Context: an optimization exercise on an open-source flow, tuned for small area. The choices shown serve that exercise and are no tape-out recipe. Only simulation tests tie the RTL to the original design; equivalence was not proved. Power and IR drop assume default switching activity. The flow treats the clock pin as an ideal source, which a real chip does not have.

$ cat design/flow/design.v
package sample_bridge_pkg;
    localparam int DEF_CHANNELS   = 2;
    localparam int DEF_SAMPLE_W   = 32;
    localparam int DEF_FIFO_DEPTH = 16;
    localparam int DEF_DIV_W      = 16;
    function automatic int idx_w(input int n);
        idx_w = (n > 1) ? $clog2(n) : 1;
    endfunction
    function automatic int level_w(input int depth);
        level_w = $clog2(depth) + 1;
    endfunction
    function automatic int frame_w(input int channels, input int sample_w);
        frame_w = channels * sample_w;
    endfunction
endpackage
module sample_frame_fifo
#(
    parameter int WIDTH = 64,
    parameter int DEPTH = sample_bridge_pkg::DEF_FIFO_DEPTH,
    parameter int WORD_W = 32,
    localparam int NWORD = WIDTH / WORD_W,
    localparam int CSW = sample_bridge_pkg::idx_w(NWORD),
    localparam int AW = $clog2(DEPTH),
    localparam int LW = sample_bridge_pkg::level_w(DEPTH)
) (
    input  logic             clk,
    input  logic             rst,
    input  logic             push,
    input  logic             pop,
    input  logic [WIDTH-1:0] din,
    input  logic [CSW-1:0]   rd_sel,
    output logic [WORD_W-1:0] rd_word,
    output logic             full,
    output logic             empty,
    output logic [LW-1:0]    level
);
    logic [WIDTH-1:0] mem_r [DEPTH];
    logic [LW-1:0]    level_r;
    logic             push_s;
    logic             pop_s;
    assign full   = (level_r == LW'(DEPTH));
    assign empty  = (level_r == {LW{1'b0}});
    assign push_s = push && !full;
    assign pop_s  = pop && !empty;
    assign level  = level_r;
    logic [DEPTH*NWORD-1:0]        rd_onehot_s;
    logic [DEPTH*WIDTH-1:0]        mem_flat_s;
    for (genvar i = 0; i < DEPTH; i++) begin : g_slot
        for (genvar c = 0; c < NWORD; c++) begin : g_word
            assign rd_onehot_s[i*NWORD + c] = (level_r[AW-1:0] == AW'(i)) && (rd_sel == CSW'(c));
        end
        assign mem_flat_s[i*WIDTH +: WIDTH] = mem_r[i];
    end
    sample_frame_and_or #(
        .N (DEPTH * NWORD),
        .W (WORD_W)
    ) u_rd (
        .sel  (rd_onehot_s),
        .data (mem_flat_s),
        .q    (rd_word)
    );
    always_ff @(posedge clk) begin
        if (push_s) begin
            for (int i = 0; i < DEPTH; i++) begin
                mem_r[i] <= (i == 1) ? din : mem_r[(i + DEPTH - 1) % DEPTH];
            end
        end
    end
    always_ff @(posedge clk or posedge rst) begin
        if (rst) begin
            level_r <= {LW{1'b0}};
        end else begin
            case ({push_s, pop_s})
                2'b10:   level_r <= level_r + LW'(1);
                2'b01:   level_r <= level_r - LW'(1);
                default: level_r <= level_r;
            endcase
        end
    end
endmodule
module sample_frame_and_or
#(
    parameter int N = 32,
    parameter int W = 32,
    localparam int NG = (N + 2) / 3
) (
    input  logic [N-1:0]   sel,
    input  logic [N*W-1:0] data,
    output logic [W-1:0]   q
);
    logic [W-1:0] grp_n [NG];
    always_comb begin
        for (int g = 0; g < NG; g++) begin
            grp_n[g] = {W{1'b1}};
            for (int t = 3 * g; t < 3 * g + 3 && t < N; t++) begin
                grp_n[g] = grp_n[g] & ~(data[t*W +: W] & {W{sel[t]}});
            end
        end
    end
    always_comb begin
        q = {W{1'b0}};
        for (int g = 0; g < NG; g += 4) begin
            logic [W-1:0] all_n;
            all_n = {W{1'b1}};
            for (int h = g; h < g + 4 && h < NG; h++) begin
                all_n = all_n & grp_n[h];
            end
            q = q | ~all_n;
        end
    end
endmodule
module sample_frame_bridge
#(
    parameter int CHANNELS   = sample_bridge_pkg::DEF_CHANNELS,
    parameter int SAMPLE_W   = sample_bridge_pkg::DEF_SAMPLE_W,
    parameter int FIFO_DEPTH = sample_bridge_pkg::DEF_FIFO_DEPTH,
    parameter int DIV_W      = sample_bridge_pkg::DEF_DIV_W,
    localparam int CW = sample_bridge_pkg::idx_w(CHANNELS),
    localparam int LW = sample_bridge_pkg::level_w(FIFO_DEPTH),
    localparam int FW = sample_bridge_pkg::frame_w(CHANNELS, SAMPLE_W)
) (
    input  logic                clk_clk,
    input  logic                reset_reset,
    input  logic                enable,
    input  logic [DIV_W-1:0]    div_value,
    input  logic [FW-1:0]       sample_in,
    output logic                sample_clk,
    output logic [SAMPLE_W-1:0] rd_data,
    output logic [CW-1:0]       rd_chan,
    output logic                rd_valid,
    input  logic                rd_ready,
    input  logic [SAMPLE_W-1:0] wr_data,
    input  logic                wr_valid,
    output logic                wr_ready,
    output logic [FW-1:0]       sample_out,
    output logic [LW-1:0]       fill_level,
    output logic                overrun,
    output logic                underrun,
    input  logic                clear_flags
);
    logic [DIV_W-1:0] cnt_r;
    logic [DIV_W-1:0] cnt_nxt_s;
    logic             tick_s;
    logic             sample_clk_r;
    logic [CW-1:0]    rd_chan_r;
    logic             rd_xfer_s;
    logic             rd_last_s;
    logic             pop_s;
    logic [CW-1:0]    wr_chan_r;
    logic             wr_xfer_s;
    logic             wr_last_s;
    logic             frame_ready_r;
    logic [FW-1:0]    staging_r;
    logic [FW-1:0]    sample_out_r;
    logic             out_valid_r;
    logic             overrun_r;
    logic             underrun_r;
    logic             fifo_full_s;
    logic             fifo_empty_s;
    logic [LW-1:0]    fifo_level_s;
    sample_frame_fifo #(
        .WIDTH (FW),
        .WORD_W(SAMPLE_W),
        .DEPTH (FIFO_DEPTH)
    ) u_fifo (
        .clk   (clk_clk),
        .rst   (reset_reset),
        .push  (tick_s),
        .pop   (pop_s),
        .din   (sample_in),
        .rd_sel (rd_chan_r),
        .rd_word(rd_data),
        .full  (fifo_full_s),
        .empty (fifo_empty_s),
        .level (fifo_level_s)
    );
    assign rd_xfer_s = !fifo_empty_s && rd_ready;
    assign rd_last_s = (rd_chan_r == CW'(CHANNELS - 1));
    assign pop_s     = rd_xfer_s && rd_last_s;
    assign wr_xfer_s = wr_valid && !frame_ready_r;
    assign wr_last_s = (wr_chan_r == CW'(CHANNELS - 1));
    assign sample_clk = sample_clk_r;
    assign rd_chan    = rd_chan_r;
    assign rd_valid   = !fifo_empty_s;
    assign wr_ready   = !frame_ready_r;
    assign sample_out = sample_out_r & {FW{out_valid_r}};
    assign fill_level = fifo_level_s;
    assign overrun    = overrun_r;
    assign underrun   = underrun_r;
    always_comb begin
        tick_s    = 1'b0;
        cnt_nxt_s = {DIV_W{1'b0}};
        if (!enable) begin
            tick_s    = 1'b0;
            cnt_nxt_s = {DIV_W{1'b0}};
        end else if (cnt_r >= div_value) begin
            tick_s    = 1'b1;
            cnt_nxt_s = {DIV_W{1'b0}};
        end else begin
            tick_s    = 1'b0;
            cnt_nxt_s = cnt_r + DIV_W'(1);
        end
    end
    always_ff @(posedge clk_clk or posedge reset_reset) begin
        if (reset_reset) begin
            cnt_r        <= {DIV_W{1'b0}};
            sample_clk_r <= 1'b0;
        end else begin
            cnt_r        <= cnt_nxt_s;
            sample_clk_r <= tick_s;
        end
    end
    always_ff @(posedge clk_clk or posedge reset_reset) begin
        if (reset_reset) begin
            rd_chan_r <= {CW{1'b0}};
        end else if (rd_xfer_s) begin
            rd_chan_r <= rd_last_s ? {CW{1'b0}} : rd_chan_r + CW'(1);
        end
    end
    for (genvar c = 0; c < CHANNELS; c++) begin : g_staging
        always_ff @(posedge clk_clk) begin
            if (wr_xfer_s && wr_chan_r == CW'(c)) begin
                staging_r[c*SAMPLE_W +: SAMPLE_W] <= wr_data;
            end
        end
    end
    always_ff @(posedge clk_clk) begin
        if (tick_s && frame_ready_r) begin
            sample_out_r <= staging_r;
        end
    end
    always_ff @(posedge clk_clk or posedge reset_reset) begin
        if (reset_reset) begin
            wr_chan_r     <= {CW{1'b0}};
            frame_ready_r <= 1'b0;
            out_valid_r   <= 1'b0;
        end else begin
            if (wr_xfer_s) begin
                wr_chan_r <= wr_last_s ? {CW{1'b0}} : wr_chan_r + CW'(1);
            end
            if (tick_s && frame_ready_r) begin
                out_valid_r   <= 1'b1;
                frame_ready_r <= 1'b0;
            end else if (wr_xfer_s && wr_last_s) begin
                frame_ready_r <= 1'b1;
            end
        end
    end
    always_ff @(posedge clk_clk or posedge reset_reset) begin
        if (reset_reset) begin
            overrun_r  <= 1'b0;
            underrun_r <= 1'b0;
        end else begin
            if (tick_s && fifo_full_s) begin
                overrun_r <= 1'b1;
            end else if (clear_flags) begin
                overrun_r <= 1'b0;
            end
            if (tick_s && !frame_ready_r) begin
                underrun_r <= 1'b1;
            end else if (clear_flags) begin
                underrun_r <= 1'b0;
            end
        end
    end
endmodule
$ cat design/flow/run.sh
#!/bin/bash
# synth_recipe.tcl (not shown) runs the flow's synth.tcl, then flattens the netlist and writes it again
# the make line also repeats each setting of config.mk as NAME=value (left out here)
make -C /OpenROAD-flow-scripts/flow DESIGN_CONFIG=/design/flow/config.mk WORK_HOME=/design/flow/orfs CLKGATE_MAP_FILE= SYNTH_SCRIPT=/design/flow/synth_recipe.tcl finish
$ cat design/flow/config.mk
export PLATFORM = sky130hd
export DESIGN_NAME = sample_frame_bridge
export DESIGN_NICKNAME = sample_frame_bridge
export VERILOG_FILES = /design/flow/design.v
export SDC_FILE = /design/flow/constraint.sdc
export NUM_CORES = 4
export LEC_CHECK = 0
export CAP_MARGIN = 20
export CORE_MARGIN = 5
export CORE_UTILIZATION = 55
export CTS_CLUSTER_DIAMETER = 120
export CTS_CLUSTER_SIZE = 26
export SLEW_MARGIN = 20
export SYNTH_HIERARCHICAL = 1
$ cat design/flow/constraint.sdc
create_clock -name core_clock -period 5.0 [get_ports {clk_clk}]
set_input_delay 1.0000 -clock core_clock [delete_from_list [all_inputs] [get_ports {clk_clk}]]
set_output_delay 1.0000 -clock core_clock [all_outputs]
set_load 0.01 [all_outputs]
==> results of run 1 <==
==> state kept, by name, summed over array words and instances (netlist names), 5 cells and up <==
name	cells
staging_r	64
u_fifo.level_r	5
sample_out_r	64
u_fifo.mem_r	1024
cnt_r	16
==> cell families after synthesis <==
logic type / synth area share (%)
DFF: 83.0
AOI/OAI and AO/OA: 9.50
and+or+nand+nor: 4.82
buffers and inverters: 1.63
adders and majority gates: 0.665
xor gates and xnor gates: 0.391
muxes: 0.0235
==> where the power goes <==
group,total (mW),switching [mW],internal (mW)
Sequential,10.9,0.0652,10.8
Combinational,4.34,2.53,1.81
Clock,4.70,2.83,1.87
Total,19.9,5.42,14.5
==> worst max-delay path by stage <==
| stage | from | end | slack [ps] |
|---|---|---|---|
| after floorplan | div_value[13] | u_fifo.mem_r[0][0]$_DFFE_PP_ | -13150 |
| after global placement | div_value[13] | u_fifo.level_r[4]$_DFFE_PP0P_ | 440 |
| after detailed placement | div_value[13] | u_fifo.level_r[4]$_DFFE_PP0P_ | 410 |
| after CTS | u_fifo.level_r[2]$_DFFE_PP0P_ | rd_data[24] | 9 |
| after global routing | u_fifo.level_r[1]$_DFFE_PP0P_ | rd_data[30] | 70 |
| final | u_fifo.level_r[0]$_DFFE_PP0P_ | rd_data[30] | 110 |
==> per-layer routing <==
layer	wire [µm]	global-route usage (%)	part of all wire, %
met3	12000	5.82	11
met2	53700	41.8	48
met5	0	0	0
met4	2430	5.63	2.2
met1	44300	38.4	39
==> per-stage QoR <==
stage / hold WS [ps] / total power [mW] / cells / cell area (µm²) / utilization, %
global route: 430 / 20.6 / 3565 / 48500 / 62.9
finish: 420 / 19.9 / 3566 / 48500 / 62.9
detailed placement: 405 / 15.3 / 3483 / 46900 / 60.8
CTS: 426 / 20.0 / 3560 / 48400 / 62.8
floorplan: 400 / 13.0 / 2240 / 42600 / -
global placement: 400 / 15.3 / 3483 / 46900 / 60.8
==> cell usage in the layout (no fill, tap or decap), types with 23 or more instances in the layout <==
cell type and count:
a22oi_1 511, and2_1 64, buf_12 39, buf_4 70, clkbuf_16 51, clkdlybuf4s50_1 224, dfrtp_1 28, edfxtp_1 1152
inv_1 23, nand4_1 131, nor2_4 29, or4_1 32
==> worst max-delay path, stage by stage, from the launching register on <==
cell             delay [ps]
dfrtp_1                 470
or3_1                   650
nor2_4                  820
buf_12                  300
a22oi_1                 110
nand4_1                 100
or4_1                   210
clkdlybuf4s50_1         570
==> cell type report <==
type | instances | area share [%]
repair buffers | 333 | 7.32
inverters | 28 | 0.240
diodes | 1 | 0.00516
flip-flops and latches | 1180 | 72.8
well taps | 1040 | 2.68
clock buffers | 59 | 2.69
clock inverters | 3 | 0.0645
multi-input cells | 922 | 14.2
==> what timing repair did <==
action | in CTS | in global routing
buffers inserted | 12 | 5
cloned | 3 | 0
endpoints found under the hold margin | 0 | 0
resized for setup | 2 | 2
pin swaps | 8 | 1
endpoints found under the setup margin | 29 | 23
==> reports/metrics.csv, run 1 <==
stage,metric,value,unit
flow_run,maxCapViolations,0,
synth,synth_edf_count,1152,
global_routing,antenna_found_initial,0,
final_layout,drive_gt1_share,9.07,%
die,core,77100,µm²
sta,drv_slew,0,
global_routing,grt_max_degree,116,
placed_design,dp_hpwl,65100,µm
clocking,h-tree-depth,2,
synth,yosys.area.top_type,edfxtp_1,
worst_setup_path,rr_endpoint,u_fifo.level_r[4]$_DFFE_PP0P_,
global_routing,grtUsageTotal,26.3,%
synth,synth-seq-cells,1180,
detailed_routing,drt_iter0_drc,3257,
clocking,numCtsBuffers,51,
synth,synthTopCellsByCount,"edfxtp_1 (1152), a22oi_1 (511), nand4_1 (131), and2_1 (66), clkbuf_1 (58)",
clocking,clk_pin_slew,100,ps
worst_setup_path,r2r_start,cnt_r[12]$_DFF_PP0_,
synth,ys_types,51,
power,p_leak,14.9,nW
sta,worstMarginPinSlew,1260,ps
placed_design,gp_congestion,0.829,
detailed_routing,routedWlPerCell,31.5,µm
hold_path,hold_end,sample_out_r[8]$_DFFE_PP_,
hold_path,hp-class,flip-flop to flip-flop,
final_layout,multi_input_area,6880,µm²
die,dieHeight,288,µm
worst_setup_path,crit_arrival,3890,ps
placed_design,place.port_buffers,224,
worst_setup_path,critical_path.max_fanout,18,
clocking,cts_tree,done,
final_layout,regArea,35300,µm²
synth,avgSynthCellArea,19.0,µm²
worst_setup_path,crit_required,4000,ps
run_status,status,"complete, no violations",
final_layout,nFillCells,5516,
worst_setup_path,reg2reg_setup_slack,1470,ps
die,rows,102,
clocking,cts_sinks,1180,
worst_setup_path,endpoint_kind,primary output,
detailed_routing,drtPass1Iterations,6,
final_layout,nets,2656,
sta,hold_viol_final,0,
synth,syn-num-nets,2380,
worst_setup_path,critPathLaunchType,flip-flop,
die,initial_core_util,55.2,%
placed_design,place_worst_setup_slack,405,ps
detailed_routing,routed_wl,112000,µm
sta,setup_slack,109,ps
clocking,clockBufferDepth,3,
detailed_routing,vias,23900,
global_routing,grt_pass1_vias,22800,
final_layout,area_growth,14.0,%
worst_setup_path,reg2regPathDepth,13,
synth,synth_seq_area_share,83.0,%
synth,synth_top_area_share,81.3,%
die,pin_count,225,
sta,fin_skew,27.8,ps
sta,rsz0062_at_grt,false,
sta,layout_min_cycle_time,4890,ps
clocking,clockRootBuffer,clkbuf_16,
synth,async_reset_ff_share,2.37,%
synth,syn_inst,2240,
sta,setup_viol,0,
sta,finalSetupTns,0,ps
synth,synth_area,42500,µm²
hold_path,holdCritStartpoint,staging_r[8]$_DFFE_PP_,
die,die_w,288,µm
synth,yosys_warnings,11,
die,die_area,83000,µm²
detailed_routing,via_per_inst,6.70,
power,vdd.ir_drop.worst,0.367,mV
global_routing,gr-total-overflow,0,
sta,finalCritPeriodShare,97.8,%
worst_setup_path,path_class,flip-flop to primary output,
sta,max_freq,0.204,GHz
clocking,clk_latency,640,ps
power,power_density,410,nW/µm²
clocking,holdBufCountCts,0,
sta,relSlewSlack,16.0,%
hold_path,holdPathStages,0,
detailed_routing,ant_nets,0,
synth,synth.most_common_cell,edfxtp_1,
synth,synthTopCellsByArea,"edfxtp_1 (81%), a22oi_1 (9.0%), nand4_1 (1.9%), dfrtp_1 (1.6%), and2_1 (0.97%)",
global_routing,grt_pass1_wl,158000,µm
synth,ys.flop_type,edfxtp_1,
detailed_routing,drc,0,
==> inputs of run 2 (changes only) <==
==> design/flow/flow/run.sh (new file) <==
#!/bin/bash
# Layout flow: the standard ORFS flow with three changes.
#  1. Synthesis maps the combinational logic with flow/area_map.abc (area
#     oriented) in place of ORFS's speed script; everything else in the
#     synthesis script (synth_recipe.tcl) is unchanged.
#  2. Port buffers use sky130_fd_sc_hd__buf_1.
#  3. CTS without dummy loads, with larger sink clusters.
set -euo pipefail
here=$(pwd)
{ cat flow/abc_override.tcl; cat synth_recipe.tcl; } > area_synth.tcl
sed "s#SYNTH_SCRIPT=[^ ]*#SYNTH_SCRIPT=$here/area_synth.tcl#" standard.sh > area_standard.sh
export AREA_ABC_SCRIPT=$here/flow/area_map.abc
export BUFFER_PORTS_ARGS="-buffer_cell sky130_fd_sc_hd__buf_1"
export CTS_ARGS="-sink_clustering_enable -repair_clock_nets -dont_use_dummy_load -sink_clustering_size 26 -sink_clustering_max_diameter 120"
bash area_standard.sh "$@" > flow_make.log 2>&1
==> design/flow/flow/abc_override.tcl (new file) <==
# Map the combinational logic with an area-oriented ABC script instead of
# ORFS's delay-oriented one. Registers are untouched (dfflibmap runs before abc).
proc abc {args} {
  set i [lsearch $args -script]
  set a2 [lreplace $args [expr {$i + 1}] [expr {$i + 1}] $::env(AREA_ABC_SCRIPT)]
  yosys abc {*}$a2
}
==> design/flow/flow/area_map.abc (new file) <==
&get -n
&st
&dch
&nf
&put
==> design/flow/standard.sh (new file) <==
#!/bin/bash
# synth_recipe.tcl (not shown) runs the flow's synth.tcl, then flattens the netlist and writes it again
# the make line also repeats each setting of config.mk as NAME=value (left out here)
make -C /OpenROAD-flow-scripts/flow DESIGN_CONFIG=/design/flow/config.mk WORK_HOME=/design/flow/orfs CLKGATE_MAP_FILE= SYNTH_SCRIPT=/design/flow/synth_recipe.tcl "${@:-finish}"
--- a/design/flow/config.mk
+++ b/design/flow/config.mk
@@ -8,7 +8,5 @@
 export CAP_MARGIN = 20
 export CORE_MARGIN = 5
 export CORE_UTILIZATION = 55
-export CTS_CLUSTER_DIAMETER = 120
-export CTS_CLUSTER_SIZE = 26
+export SETUP_SLACK_MARGIN = 0.3
 export SLEW_MARGIN = 20
-export SYNTH_HIERARCHICAL = 1
removed: design/flow/run.sh
==> reports/metrics.csv, run 2 <==
stage,metric,value,unit
clocking,holdBufCountCts,0,
final_layout,area_growth,11.3,%
sta,drv_slew,0,
worst_setup_path,crit_slowest_cell,dfrtp_2,
detailed_routing,ant_nets,0,
worst_setup_path,crit_required,4000,ps
detailed_routing,drt_iter0_drc,4271,
worst_setup_path,critical_path.max_fanout,33,
sta,worstMarginPinSlew,885,ps
worst_setup_path,critPathLaunchType,flip-flop,
worst_setup_path,endpoint_kind,primary output,
clocking,clk_pin_slew,110,ps
worst_setup_path,critPathMaxStageDelay,820,ps
detailed_routing,via_per_inst,6.91,
global_routing,grt_pass1_wl,148000,µm
synth,synth_edf_count,1152,
global_routing,antenna_found_initial,0,
sta,setup_viol,0,
final_layout,drive_gt1_share,8.45,%
final_layout,nets,2438,
clocking,clockBufferDepth,3,
die,pin_count,225,
power,vdd.ir_drop.worst,0.250,mV
placed_design,place.port_buffers,224,
sta,hold_viol_final,0,
placed_design,dp_hpwl,60400,µm
clocking,numCtsBuffers,51,
worst_setup_path,crit_chain,buf_4 -> nor4_2 -> buf_4 -> a222oi_1 -> nand4_1 -> a2111oi_0 -> nand4_1 -> buf_1,
synth,synth.most_common_cell,edfxtp_1,
final_layout,layout_common_cells,"edfxtp_1 (1152), a222oi_1 (312), buf_1 (224)",
synth,synth_top_area_share,84.2,%
placed_design,gp_congestion,0.807,
synth,yosys_warnings,5,
final_layout,antenna_cells,0,
detailed_routing,drc,0,
worst_setup_path,crit_buf_inv,3,
die,initial_core_util,55.3,%
synth,yosys.area.top_type,edfxtp_1,
die,die_w,283,µm
synth,synth_seq_area_share,85.9,%
detailed_routing,routedWlPerCell,31.4,µm
synth,synth-seq-cells,1180,
synth,syn_inst,1917,
final_layout,reg.largest.list,"u_fifo.mem_r: 1024 flops, sample_out_r: 64 flops, staging_r: 64 flops",
sta,layout_min_cycle_time,4610,ps
sta,fin_skew,62.4,ps
flow_run,maxCapViolations,0,
synth,synthTopCellsByArea,"edfxtp_1 (84%), a222oi_1 (7.6%), dfrtp_1 (1.7%), nand4_1 (1.4%), and2_0 (1.1%)",
clocking,cts_sinks,1180,
sta,finalCritPeriodShare,92.2,%
power,p_leak,13.9,nW
sta,whs,420,ps
clocking,clk_latency,640,ps
global_routing,gr-total-overflow,0,
synth,synthTopCellsByCount,"edfxtp_1 (1152), a222oi_1 (312), nand4_1 (94), and2_0 (69), nor2_1 (44)",
final_layout,final_common_cell,edfxtp_1,
global_routing,grt_max_degree,125,
global_routing,grtUsageTotal,24.6,%
worst_setup_path,cp_top_family,compound AO/OA/AOI/OAI gates,
final_layout,final_util,61.5,%
die,rows,100,
die,core,74300,µm²
clocking,clockRootBuffer,clkbuf_16,
detailed_routing,routed_wl,103000,µm
sta,relSlewSlack,41.0,%
synth,synth_area,41100,µm²
sta,rsz0062_at_grt,true,
clocking,h-tree-depth,2,
final_layout,largest_register_ffs,1024,
synth,ys_types,32,
worst_setup_path,path_class,flip-flop to primary output,
run_status,status,"complete, no violations",
synth,async_reset_ff_share,2.37,%
detailed_routing,drtPass1Iterations,9,
synth,syn-num-nets,2057,
die,dieHeight,283,µm
worst_setup_path,crit_arrival,3610,ps
clocking,cts_tree,done,
power,power_density,418,nW/µm²
detailed_routing,vias,22600,
sta,max_freq,0.217,GHz
die,die_area,80300,µm²
final_layout,largest-register,u_fifo.mem_r,
global_routing,grt_pass1_vias,22200,
synth,ys.flop_type,edfxtp_1,
synth,avgSynthCellArea,21.4,µm²
hold_path,hp-class,flip-flop to flip-flop,
-- run 2: area by class of cell --
class	count	area, µm²
clock buffers	51	1280
well taps	969	1210
fillers	5342	28600
repair buffers	328	1900
inverters	20	101
flip-flops and latches	1180	35300
multi-input cells	717	5940
-- run 2: logic make-up after synthesis --
kind of cell               synth area share (%)
DFF                                        85.9
AOI/OAI and AO/OA                          8.98
and+or+nand+nor                            3.98
adders and majority gates                 0.688
buffers and inverters                     0.183
xor gates and xnor gates                  0.277
muxes                                    0.0274
-- run 2: worst paths after layout --
| check | from | to | slack, ps | depth (start not counted) |
|---|---|---|---|---|
| worst max-delay path | rd_chan_r$_DFFE_PP0P_ | rd_data[12] | 390 | 8 |
| worst min-delay path | staging_r[0]$_DFFE_PP_ | sample_out_r[0]$_DFFE_PP_ | 420 | 0 |
| worst max register to register | cnt_r[9]$_DFF_PP0_ | u_fifo.mem_r[0][34]$_DFFE_PP_ | 1960 | 8 |
| worst min register to register | staging_r[0]$_DFFE_PP_ | sample_out_r[0]$_DFFE_PP_ | 420 | 0 |
| max in group asynchronous | reset_reset | cnt_r[2]$_DFF_PP0_ | 4140 | 3 |
| min in group asynchronous | reset_reset | underrun_r$_DFFE_PP0P_ | 430 | 3 |
-- run 2: per-layer routing --
layer / up-vias / part of all wire, % / GRT usage (%) / routed length (µm)
li1: 9372 / - / - / -
met1: 11700 / 39 / 35.4 / 40400
met2: 1346 / 48 / 39.2 / 48800
met3: 159 / 10 / 5.20 / 10400
met4: 0 / 2.8 / 6.60 / 2910
met5: - / 0 / 0 / 0
-- run 2: timing repair --
| item | in CTS | in global routing |
|---|---|---|
| endpoints found under the setup margin | 26 | 10 |
| hold endpoints to repair | 0 | 0 |
| pin swaps | 3 | 0 |
| buffers inserted | 5 | 0 |
| gates resized for setup | 5 | 2 |
-- run 2: worst register-to-register path, delay by kind of cell (launching register included) --
kind                     cells  cell delay (ps)
AO/OA/AOI/OAI                4              640
flip-flops                   1              490
adder cells (fa/ha/maj)      1              310
buffers and inverters        1              580
AND/OR/NAND/NOR              2              600
-- run 2: through the flow --
step | setup WS (ps) | std cells | setup TNS (ps) | cell area [µm²] | power, mW
floorplan | -4490 | 1917 | -4600430 | 41200 | 13.0
global placement | 807 | 3209 | 0 | 44400 | 14.6
detailed placement | 689 | 3209 | 0 | 44400 | 14.7
CTS | 365 | 3265 | 0 | 45700 | 19.2
global route | 295 | 3265 | 0 | 45700 | 19.9
finish | 390 | 3265 | 0 | 45700 | 19.1
-- run 2: where the power goes --
part           internal (mW)  total, mW  switching, mW
combinational           1.21       3.54           2.33
clock                   1.83       4.63           2.80
sequential              10.8       10.9          0.161
==> inputs of run 3 (changes only) <==
--- a/design/flow/config.mk
+++ b/design/flow/config.mk
@@ -10,3 +10,4 @@
 export CORE_UTILIZATION = 55
 export SETUP_SLACK_MARGIN = 0.3
 export SLEW_MARGIN = 20
+export SYNTH_HIERARCHICAL = 1
==> reports/metrics.csv, run 3 <==
stage,metric,value,unit
run_status,status,"complete, no violations",
final_layout,largest_register_ffs,1024,
die,die_area,80400,µm²
clocking,holdBufCountCts,0,
final_layout,area_growth,10.5,%
sta,setup_slack,525,ps
sta,layout_min_cycle_time,4480,ps
clocking,h-tree-depth,2,
synth,synth_top_area_share,84.0,%
clocking,clockRootBuffer,clkbuf_16,
sta,setup_viol,0,
final_layout,drive_gt1_share,7.21,%
die,die_w,284,µm
detailed_routing,routedWlPerCell,31.4,µm
power,vdd.ir_drop.worst,0.395,mV
power,cell_internal_pwr,13.8,mW
synth,synth_edf_count,1152,
power,p_sw,5.14,mW
flow_run,maxCapViolations,0,
final_layout,antenna_cells,0,
clocking,cts_tree,done,
detailed_routing,ant_nets,0,
synth,synthTopCellsByCount,"edfxtp_1 (1152), a222oi_1 (320), nand4_1 (69), and2_0 (68), nand3_1 (38)",
die,pin_count,225,
die,dieHeight,284,µm
synth,yosys.area.top_type,edfxtp_1,
worst_setup_path,cpMostUsedCell,buf_4,
worst_setup_path,endpoint_kind,primary output,
worst_setup_path,critPathMaxStageDelay,640,ps
worst_setup_path,path_class,flip-flop to primary output,
detailed_routing,routed_wl,102000,µm
sta,rsz0062_at_grt,false,
power,swShare,27.2,%
worst_setup_path,crit_arrival,3480,ps
global_routing,grtUsageTotal,24.6,%
final_layout,nets,2431,
sta,relSlewSlack,42.8,%
synth,yosys_warnings,11,
worst_setup_path,crit_slowest_cell,dfrtp_1,
power,seqPwrFrac,57.6,%
detailed_routing,drc,0,
final_layout,final_common_cell,edfxtp_1,
detailed_routing,via_per_inst,6.90,
power,clock_power_share,24.4,%
synth,async_reset_ff_share,2.37,%
global_routing,grt_max_degree,113,
detailed_routing,drtPass1Iterations,8,
placed_design,gp_congestion,0.795,
placed_design,place.port_buffers,224,
synth,synthTopCellsByArea,"edfxtp_1 (84%), a222oi_1 (7.8%), dfrtp_1 (1.7%), nand4_1 (1.0%), and2_0 (1.0%)",
clocking,clk_pin_slew,110,ps
final_layout,final_util,61.2,%
global_routing,gr-total-overflow,0,
power,power_density,416,nW/µm²
die,rows,100,
clocking,cts_sinks,1180,
sta,fin_skew,41.1,ps
detailed_routing,drt_iter0_drc,4063,
final_layout,largest-register,u_fifo.mem_r,
sta,drv_slew,0,
clocking,clk_latency,640,ps
placed_design,dp_hpwl,54900,µm
die,initial_core_util,55.4,%
synth,ys_types,37,
synth,synth_seq_area_share,85.7,%
worst_setup_path,critPathLaunchType,flip-flop,
clocking,numCtsBuffers,51,
worst_setup_path,crit_required,4000,ps
sta,hold_viol_final,0,
power,p_leak,14.0,nW
sta,worstMarginPinSlew,852,ps
synth,synth_area,41200,µm²
die,core,74300,µm²
final_layout,nFillCells,5385,
sta,max_freq,0.223,GHz
synth,synth.most_common_cell,edfxtp_1,
global_routing,grt_pass1_vias,22100,
synth,syn-num-nets,2067,
final_layout,reg.largest.list,"u_fifo.mem_r: 1024 flops, sample_out_r: 64 flops, staging_r: 64 flops",
global_routing,grt_pass1_wl,148000,µm
synth,syn_inst,1927,
synth,synth-seq-cells,1180,
power,p_comb_share,18.0,%
global_routing,antenna_found_initial,1,
synth,avgSynthCellArea,21.4,µm²
hold_path,hp-class,input pin to async pin,
placed_design,place_worst_setup_slack,712,ps
sta,finalCritPeriodShare,89.5,%
final_layout,layout_common_cells,"edfxtp_1 (1152), a222oi_1 (320), buf_1 (224)",
worst_setup_path,critical_path.max_fanout,32,
synth,ys.flop_type,edfxtp_1,
detailed_routing,vias,22500,
worst_setup_path,crit_chain,buf_4 -> nor3_2 -> buf_4 -> a222oi_1 -> nand4_1 -> or3_1 -> buf_1,
clocking,clockBufferDepth,3,
sta,whs,228,ps
[run 3: changes by cell type in the layout (fill, tap and decap cells not counted), sizes merged, moves of 3 or more]
cell	delta
or3	+32
nand3	+25
nand4	-25
nor2	-19
buf	-17
a2111oi	-8
a222oi	+8
a22o	-7
clkinv	+7
nand2	+3
nand2b	-3
[run 3: cell families (layout without fill, tap and decap cells)]
logic type | count (synthesis) | after routing | share of synthesized area, %
AO/OA/AOI/OAI | 383 | 383 | 8.84
XOR/XNOR | 14 | 14 | 0.298
adder cells (fa/ha/maj) | 22 | 22 | 0.687
buffers and inverters | 27 | 389 | 0.246
flip-flops | 1180 | 1180 | 85.7
AND/OR/NAND/NOR | 301 | 301 | 4.18
[run 3: path summary, 6_finish.rpt]
| kind | to | depth (start not counted) | from | slack (ps) |
|---|---|---|---|---|
| setup / recovery | rd_data[26] | 7 | rd_chan_r$_DFFE_PP0P_ | 520 |
| max in group asynchronous | cnt_r[1]$_DFF_PP0_ | 2 | reset_reset | 4110 |
| min in group core_clock | sample_out_r[40]$_DFFE_PP_ | 0 | staging_r[40]$_DFFE_PP_ | 430 |
| hold / removal | u_fifo.level_r[0]$_DFFE_PP0P_ | 2 | reset_reset | 230 |
| hold reg to reg | sample_out_r[40]$_DFFE_PP_ | 0 | staging_r[40]$_DFFE_PP_ | 430 |
| setup reg to reg | u_fifo.level_r[4]$_DFFE_PP0P_ | 13 | cnt_r[9]$_DFF_PP0_ | 1380 |
[run 3: area by class of cell]
class                      instances  area (µm²)  share of cell area (%)
sequential                      1180       35300                    77.6
multi-input combinational        720        5900                    13.0
timing repair buffer             311        1670                    3.68
clock buffer                      51        1280                    2.81
tap                              969        1210                    2.67
inverter                          27         114                   0.250
[run 3: critical path, delay by kind of cell, from the launching register on]
kind            cells  cell delay (ps)
flops               1              640
buf+inv             3              940
simple gates        3              770
compound gates      1              460
[run 3: per-layer routing]
layer | up-vias | wire length [µm] | GRT usage, %
met5 | - | 17 | 0
met4 | 2 | 2610 | 6.76
met3 | 152 | 11200 | 4.76
met2 | 1434 | 50000 | 40.9
met1 | 11500 | 38600 | 33.9
li1 | 9362 | - | -
[run 3: power groups by stage]
stage               Sequential [mW]  Clock, mW  Combinational [mW]
finish                         10.9       4.60                3.41
global route                   10.9       5.11                3.61
CTS                            10.9       4.74                3.42
detailed placement             11.1          0                3.40
global placement               11.1          0                3.37
floorplan                      11.1          0                1.72
[run 3: repair_timing]
action                     CTS  global route
resized for setup            0             3
pin swaps                    2             1
buffers inserted             5             3
setup endpoints to repair    7            17
[run 3: per-stage QoR]
step                      setup TNS (ps)  std cells  cell area [µm²]  power, mW
after global placement                 0       3199            44100       14.5
after global routing                   0       3258            45500       19.6
after floorplan                 -4700130       1927            41200       12.8
after detailed placement               0       3199            44100       14.5
final                                  0       3258            45500       18.9
after CTS                              0       3255            45400       19.1
==> inputs of run 4 (changes only) <==
--- a/design/flow/flow/run.sh
+++ b/design/flow/flow/run.sh
@@ -11,5 +11,5 @@
 sed "s#SYNTH_SCRIPT=[^ ]*#SYNTH_SCRIPT=$here/area_synth.tcl#" standard.sh > area_standard.sh
 export AREA_ABC_SCRIPT=$here/flow/area_map.abc
 export BUFFER_PORTS_ARGS="-buffer_cell sky130_fd_sc_hd__buf_1"
-export CTS_ARGS="-sink_clustering_enable -repair_clock_nets -dont_use_dummy_load -sink_clustering_size 26 -sink_clustering_max_diameter 120"
+export CTS_ARGS="-sink_clustering_enable -repair_clock_nets -dont_use_dummy_load -sink_clustering_size 30 -sink_clustering_max_diameter 140"
 bash area_standard.sh "$@" > flow_make.log 2>&1
--- a/design/flow/config.mk
+++ b/design/flow/config.mk
@@ -8,6 +8,7 @@
 export CAP_MARGIN = 20
 export CORE_MARGIN = 5
 export CORE_UTILIZATION = 55
+export GPL_TIMING_DRIVEN = 0
 export SETUP_SLACK_MARGIN = 0.3
 export SLEW_MARGIN = 20
 export SYNTH_HIERARCHICAL = 1
==> reports/metrics.csv, run 4 <==
stage,metric,value,unit
detailed_routing,drtPass1Iterations,13,
sta,setup_viol,0,
clocking,clockBufferDepth,3,
die,rows,100,
global_routing,grt_pass1_wl,145000,µm
die,die_w,284,µm
clocking,clk_pin_slew,110,ps
sta,relSlewSlack,36.6,%
worst_setup_path,endpoint_kind,primary output,
run_status,status,"complete, no violations",
sta,whs,220,ps
sta,finalCritPeriodShare,92.3,%
clocking,cts_sinks,1180,
worst_setup_path,path_class,flip-flop to primary output,
synth,synth_edf_count,1152,
detailed_routing,routed_wl,100000,µm
global_routing,grt_pass1_vias,22000,
detailed_routing,drt_iter0_drc,4008,
synth,avgSynthCellArea,21.4,µm²
synth,synth.most_common_cell,edfxtp_1,
global_routing,grtUsageTotal,24.0,%
final_layout,largest-register,u_fifo.mem_r,
final_layout,drive_gt1_share,9.81,%
final_layout,nets,2477,
placed_design,placedCellCount,3254,
die,initial_core_util,55.4,%
sta,fin_skew,54.3,ps
worst_setup_path,crit_required,4000,ps
synth,synth_top_area_share,84.0,%
final_layout,nFillCells,5337,
detailed_routing,routedWlPerCell,30.3,µm
synth,yosys_warnings,11,
clocking,h-tree-depth,2,
final_layout,largest_register_ffs,1024,
sta,layout_min_cycle_time,4610,ps
clocking,clk_latency,630,ps
sta,max_freq,0.217,GHz
detailed_routing,drc,0,
flow_run,maxCapViolations,0,
final_layout,area_growth,12.2,%
synth,syn_inst,1927,
global_routing,antenna_found_initial,0,
synth,synth-seq-cells,1180,
synth,ys.flop_type,edfxtp_1,
synth,synthTopCellsByCount,"edfxtp_1 (1152), a222oi_1 (320), nand4_1 (69), and2_0 (68), nand3_1 (38)",
synth,synthTopCellsByArea,"edfxtp_1 (84%), a222oi_1 (7.8%), dfrtp_1 (1.7%), nand4_1 (1.0%), and2_0 (1.0%)",
power,p_leak,14.3,nW
detailed_routing,vias,22500,
power,power_density,408,nW/µm²
synth,synth_area,41200,µm²
worst_setup_path,crit_arrival,3610,ps
final_layout,reg.largest.list,"u_fifo.mem_r: 1024 flops, sample_out_r: 64 flops, staging_r: 64 flops",
die,dieHeight,284,µm
die,pin_count,225,
clocking,cts_tree,done,
hold_path,hp-class,input pin to async pin,
placed_design,gp_congestion,0.763,
placed_design,dp_hpwl,63200,µm
sta,hold_viol_final,0,
synth,synth_seq_area_share,85.7,%
worst_setup_path,critical_path.max_fanout,15,
synth,syn-num-nets,2067,
die,core,74300,µm²
detailed_routing,via_per_inst,6.80,
sta,worstMarginPinSlew,945,ps
sta,finalSetupTns,0,ps
worst_setup_path,critPathLaunchType,flip-flop,
power,vdd.ir_drop.worst,0.295,mV
global_routing,grt_max_degree,66,
sta,rsz0062_at_grt,true,
clocking,numCtsBuffers,45,
synth,async_reset_ff_share,2.37,%
clocking,clockRootBuffer,clkbuf_16,
final_layout,antenna_cells,0,
synth,yosys.area.top_type,edfxtp_1,
final_layout,layout_common_cells,"edfxtp_1 (1152), a222oi_1 (320), buf_1 (224)",
placed_design,place.port_buffers,224,
global_routing,gr-total-overflow,0,
final_layout,final_common_cell,edfxtp_1,
die,die_area,80400,µm²
synth,ys_types,37,
sta,drv_slew,0,
detailed_routing,ant_nets,0,
final_layout,stdcell_count,3304,
-- run 4: cell counts after synthesis --
Identical to the previous run, type by type.
-- run 4: area by class of cell --
class,count,area [µm²],share of cell area (%)
well taps,969,1210,2.63
multi-input cells,720,5980,13.0
repair buffers,363,2440,5.29
inverters,27,114,0.247
flip-flops and latches,1180,35300,76.4
clock buffers,45,1130,2.44
-- run 4: final timing paths --
path                                                from                             to  slack (ps)  cells after the start
hold reg to reg            u_fifo.mem_r[2][61]$_DFFE_PP_  u_fifo.mem_r[3][61]$_DFFE_PP_         390                      0
setup reg to reg                      cnt_r[3]$_DFF_PP0_  u_fifo.mem_r[4][51]$_DFFE_PP_         760                     11
max in group asynchronous                    reset_reset          rd_chan_r$_DFFE_PP0P_        4120                      2
hold / removal                               reset_reset  u_fifo.level_r[4]$_DFFE_PP0P_         220                      2
min in group core_clock    u_fifo.mem_r[2][61]$_DFFE_PP_  u_fifo.mem_r[3][61]$_DFFE_PP_         390                      0
setup / recovery           u_fifo.level_r[3]$_DFFE_PP0P_                    rd_data[12]         390                     10
-- run 4: worst max-delay path: stages, from the launching register on --
cell	delay, ps
dfrtp_1	590
nand2b_1	340
nor4_2	560
buf_4	290
buf_2	230
buf_2	240
buf_2	210
a222oi_1	90
nand4_1	110
or3_1	140
buf_1	160
-- run 4: power breakdown --
group / internal [mW] / total (mW) / switching (mW)
registers: 10.8 / 10.9 / 0.144
clock network: 1.63 / 4.36 / 2.73
logic: 1.29 / 3.55 / 2.26
total: 13.7 / 18.8 / 5.13
-- run 4: logic make-up (layout without fill, tap and decap cells) --
kind of cell / count (synthesis) / count (layout) / synth area share (%)
adder cells (fa/ha/maj): 22 / 22 / 0.687
flip-flops: 1180 / 1180 / 85.7
buffers and inverters: 27 / 435 / 0.246
AO/OA/AOI/OAI: 383 / 383 / 8.84
AND/OR/NAND/NOR: 301 / 301 / 4.18
XOR/XNOR: 14 / 14 / 0.298
-- run 4: per-layer routing --
metal / wire length (µm) / share of wire, % / vias to the layer above / global-route usage [%]
li1: - / - / 9459 / -
met1: 37900 / 38 / 11500 / 33.8
met2: 48900 / 49 / 1336 / 39.6
met3: 11100 / 11 / 145 / 5.02
met4: 2430 / 2.4 / 0 / 5.21
met5: 0 / 0 / - / 0
-- run 4: repair_timing --
action,4_1_cts,5_1_grt
setup buffers,2,3
setup endpoints to repair,27,11
hold buffers,0,0
gates resized for setup,3,6
-- run 4: through the flow --
| stage | setup slack (ps) | power, mW | utilization (%) | instance area, µm² |
|---|---|---|---|---|
| 3_3_place_gp | -7360 | 14.4 | 58.2 | 43200 |
| 3_5_place_dp | -94.0 | 14.7 | 60.5 | 45000 |
| 2_1_floorplan | -4590 | 12.8 | - | 41200 |
| 6_report | 386 | 18.8 | 62.1 | 46200 |
| 4_1_cts | 267 | 19.0 | 62.1 | 46100 |
| 5_1_grt | 269 | 19.6 | 62.1 | 46200 |
==> inputs of run 5 (changes only) <==
--- a/design/flow/config.mk
+++ b/design/flow/config.mk
@@ -8,7 +8,6 @@
 export CAP_MARGIN = 20
 export CORE_MARGIN = 5
 export CORE_UTILIZATION = 55
-export GPL_TIMING_DRIVEN = 0
 export SETUP_SLACK_MARGIN = 0.3
 export SLEW_MARGIN = 20
 export SYNTH_HIERARCHICAL = 1
==> reports/metrics.csv, run 5 <==
stage,metric,value,unit
final_layout,layout_common_cells,"edfxtp_1 (1152), a222oi_1 (320), buf_1 (224)",
detailed_routing,vias,22500,
sta,setup_viol,0,
worst_setup_path,path_class,flip-flop to primary output,
sta,max_freq,0.227,GHz
global_routing,grt_pass1_wl,148000,µm
clocking,h-tree-depth,2,
synth,ys_types,37,
clocking,numCtsBuffers,45,
clocking,clk_pin_slew,110,ps
sta,fin_skew,47.1,ps
synth,synth_edf_count,1152,
detailed_routing,ant_nets,0,
global_routing,antenna_found_initial,1,
sta,setup_slack,587,ps
synth,syn-num-nets,2067,
final_layout,area_growth,10.1,%
detailed_routing,drc,0,
power,swShare,27.3,%
power,seqPwrFrac,58.4,%
sta,rsz0062_at_grt,false,
power,p_comb_share,18.3,%
final_layout,largest-register,u_fifo.mem_r,
synth,syn_inst,1927,
detailed_routing,routed_wl,102000,µm
hold_path,hp-class,input pin to async pin,
power,cell_internal_pwr,13.6,mW
final_layout,final_common_cell,edfxtp_1,
die,initial_core_util,55.4,%
power,vdd.ir_drop.worst,0.407,mV
power,p_leak,13.9,nW
synth,synth_top_area_share,84.0,%
global_routing,gr-total-overflow,0,
placed_design,place_worst_setup_slack,712,ps
flow_run,maxCapViolations,0,
run_status,status,"complete, no violations",
power,clock_power_share,23.4,%
global_routing,grtUsageTotal,24.6,%
detailed_routing,routedWlPerCell,31.5,µm
worst_setup_path,critical_path.max_fanout,32,
placed_design,placed_area,44100,µm²
synth,avgSynthCellArea,21.4,µm²
die,pin_count,225,
final_layout,nFillCells,5405,
sta,finalCritPeriodShare,88.3,%
sta,worstMarginPinSlew,856,ps
final_layout,drive_gt1_share,6.96,%
final_layout,reg.largest.list,"u_fifo.mem_r: 1024 flops, sample_out_r: 64 flops, staging_r: 64 flops",
worst_setup_path,endpoint_kind,primary output,
final_layout,largest_register_ffs,1024,
sta,relSlewSlack,43.0,%
worst_setup_path,critPathLaunchType,flip-flop,
global_routing,grt_max_degree,113,
placed_design,dp_hpwl,54900,µm
synth,ys.flop_type,edfxtp_1,
clocking,clk_latency,630,ps
worst_setup_path,crit_required,4000,ps
synth,synth_area,41200,µm²
synth,synthTopCellsByArea,"edfxtp_1 (84%), a222oi_1 (7.8%), dfrtp_1 (1.7%), nand4_1 (1.0%), and2_0 (1.0%)",
synth,yosys.area.top_type,edfxtp_1,
synth,synthTopCellsByCount,"edfxtp_1 (1152), a222oi_1 (320), nand4_1 (69), and2_0 (68), nand3_1 (38)",
synth,synth.most_common_cell,edfxtp_1,
clocking,holdBufCountCts,0,
detailed_routing,drtPass1Iterations,8,
die,dieHeight,284,µm
clocking,cts_sinks,1180,
sta,drv_slew,0,
die,die_w,284,µm
clocking,clockBufferDepth,3,
die,rows,100,
detailed_routing,drt_iter0_drc,3905,
placed_design,gp_congestion,0.795,
clocking,clockRootBuffer,clkbuf_16,
global_routing,grt_pass1_vias,22000,
sta,finalSetupTns,0,ps
worst_setup_path,crit_arrival,3410,ps
die,die_area,80400,µm²
detailed_routing,via_per_inst,6.92,
synth,synth-seq-cells,1180,
final_layout,final_util,61.0,%
final_layout,nets,2425,
clocking,cts_tree,done,
final_layout,antenna_cells,0,
power,power_density,412,nW/µm²
sta,layout_min_cycle_time,4410,ps
final_layout,stdcell_area,45300,µm²
sta,whs,251,ps
synth,async_reset_ff_share,2.37,%
synth,synth_seq_area_share,85.7,%
power,p_sw,5.10,mW
sta,hold_viol_final,0,
placed_design,place.port_buffers,224,
die,core,74300,µm²
synth,yosys_warnings,11,
## run 5: cell counts after synthesis
No cell type changed its count.
## run 5: logic make-up after synthesis
family	synth area share, %
buffers and inverters	0.246
AOI/OAI and AO/OA	8.84
adders and majority gates	0.687
and+or+nand+nor	4.18
DFF	85.7
xor gates and xnor gates	0.298
## run 5: worst max-delay path, stage by stage, from the launching register on
cell and delay, ps:
dfrtp_1 640, buf_4 390, nor4_2 90, buf_4 350
a222oi_1 440, nand4_1 170, or3_1 500, buf_1 180
## run 5: worst paths after layout
path                                               start                             end  slack [ps]  cells after the start
max reg2reg                           cnt_r[9]$_DFF_PP0_   u_fifo.level_r[4]$_DFFE_PP0P_        1360                     13
min in group core_clock    u_fifo.mem_r[9][54]$_DFFE_PP_  u_fifo.mem_r[10][54]$_DFFE_PP_         410                      0
min                                          reset_reset   u_fifo.level_r[0]$_DFFE_PP0P_         250                      2
min reg2reg                u_fifo.mem_r[9][54]$_DFFE_PP_  u_fifo.mem_r[10][54]$_DFFE_PP_         410                      0
max                                rd_chan_r$_DFFE_PP0P_                     rd_data[26]         590                      7
max in group asynchronous                    reset_reset             cnt_r[13]$_DFF_PP0_        4150                      2
## run 5: what timing repair did
item | in CTS | in global routing
setup buffers | 5 | 3
setup endpoints to repair | 4 | 15
pin swaps | 2 | 1
resized for setup | 0 | 3
## run 5: area by class of cell
type	instances	area (µm²)	area share [%]
clock buffer	45	1130	2.48
inverter	27	114	0.251
multi-input combinational	720	5900	13.0
sequential	1180	35300	77.9
tap	969	1210	2.68
timing repair buffer	311	1670	3.69
## run 5: metrics by stage
step | power [mW] | std cells
after floorplan | 12.8 | 1927
after global placement | 14.5 | 3199
after detailed placement | 14.5 | 3199
after CTS | 18.8 | 3249
after global routing | 19.4 | 3252
final | 18.7 | 3252
## run 5: power groups by stage
stage	Clock, mW	Sequential [mW]	Combinational, mW
6_report	4.36	10.9	3.41
2_1_floorplan	0	11.1	1.72
3_5_place_dp	0	11.1	3.40
4_1_cts	4.47	10.9	3.43
5_1_grt	4.85	10.9	3.62
3_3_place_gp	0	11.1	3.37
## run 5: layer usage
metal / vias up / track usage (%) / wire [µm]
li1: 9351 / - / -
met1: 11700 / 33.7 / 39000
met2: 1320 / 40.9 / 50200
met3: 155 / 4.96 / 10300
met4: 2 / 6.70 / 2690
met5: - / 0 / 17

-- port drivers added, routing unchanged --
Ports are ideal in the flow. The routed layouts listed here were re-timed in OpenROAD.
Step 1 (the two cells are an assumption about what drives the block):
set clk [get_ports {clk_clk}]
set_driving_cell -lib_cell sky130_fd_sc_hd__clkbuf_16 $clk
set_driving_cell -lib_cell sky130_fd_sc_hd__buf_2 [delete_from_list [all_inputs] $clk]
Step 2 moves the port delays by t, midway between the first and last clock arrival at a register: inputs arrive t later, outputs are due t later. That takes back most of the time a late clock gives input paths.
Slacks: ideal ports / drivers / drivers and shift; pairs: ideal ports / drivers.
run | t (ns) | setup WS [ns] | clock arrival spread, ns | worst register clock-pin slew, ns | pins driven straight from the clock port
run 1 | 0.691 | 0.109 / 0.044 / 0.363 | 0.035 / 0.035 | 0.11 / 0.11 | 1
run 2 | 0.673 | 0.390 / 0.326 / 0.999 | 0.063 / 0.062 | 0.11 / 0.11 | 1
run 3 | 0.682 | 0.525 / 0.459 / 0.723 | 0.041 / 0.041 | 0.11 / 0.11 | 1
run 4 | 0.672 | 0.386 / 0.318 / -0.089 | 0.056 / 0.056 | 0.12 / 0.12 | 1
run 5 | 0.676 | 0.587 / 0.522 / 0.707 | 0.050 / 0.050 | 0.12 / 0.12 | 1
With both steps, setup timing fails in run 4, where it was met with ideal ports. For run 4, which loses most, drivers alone change the setup slack by -0.068 ns; drivers and shift together by -0.475 ns.
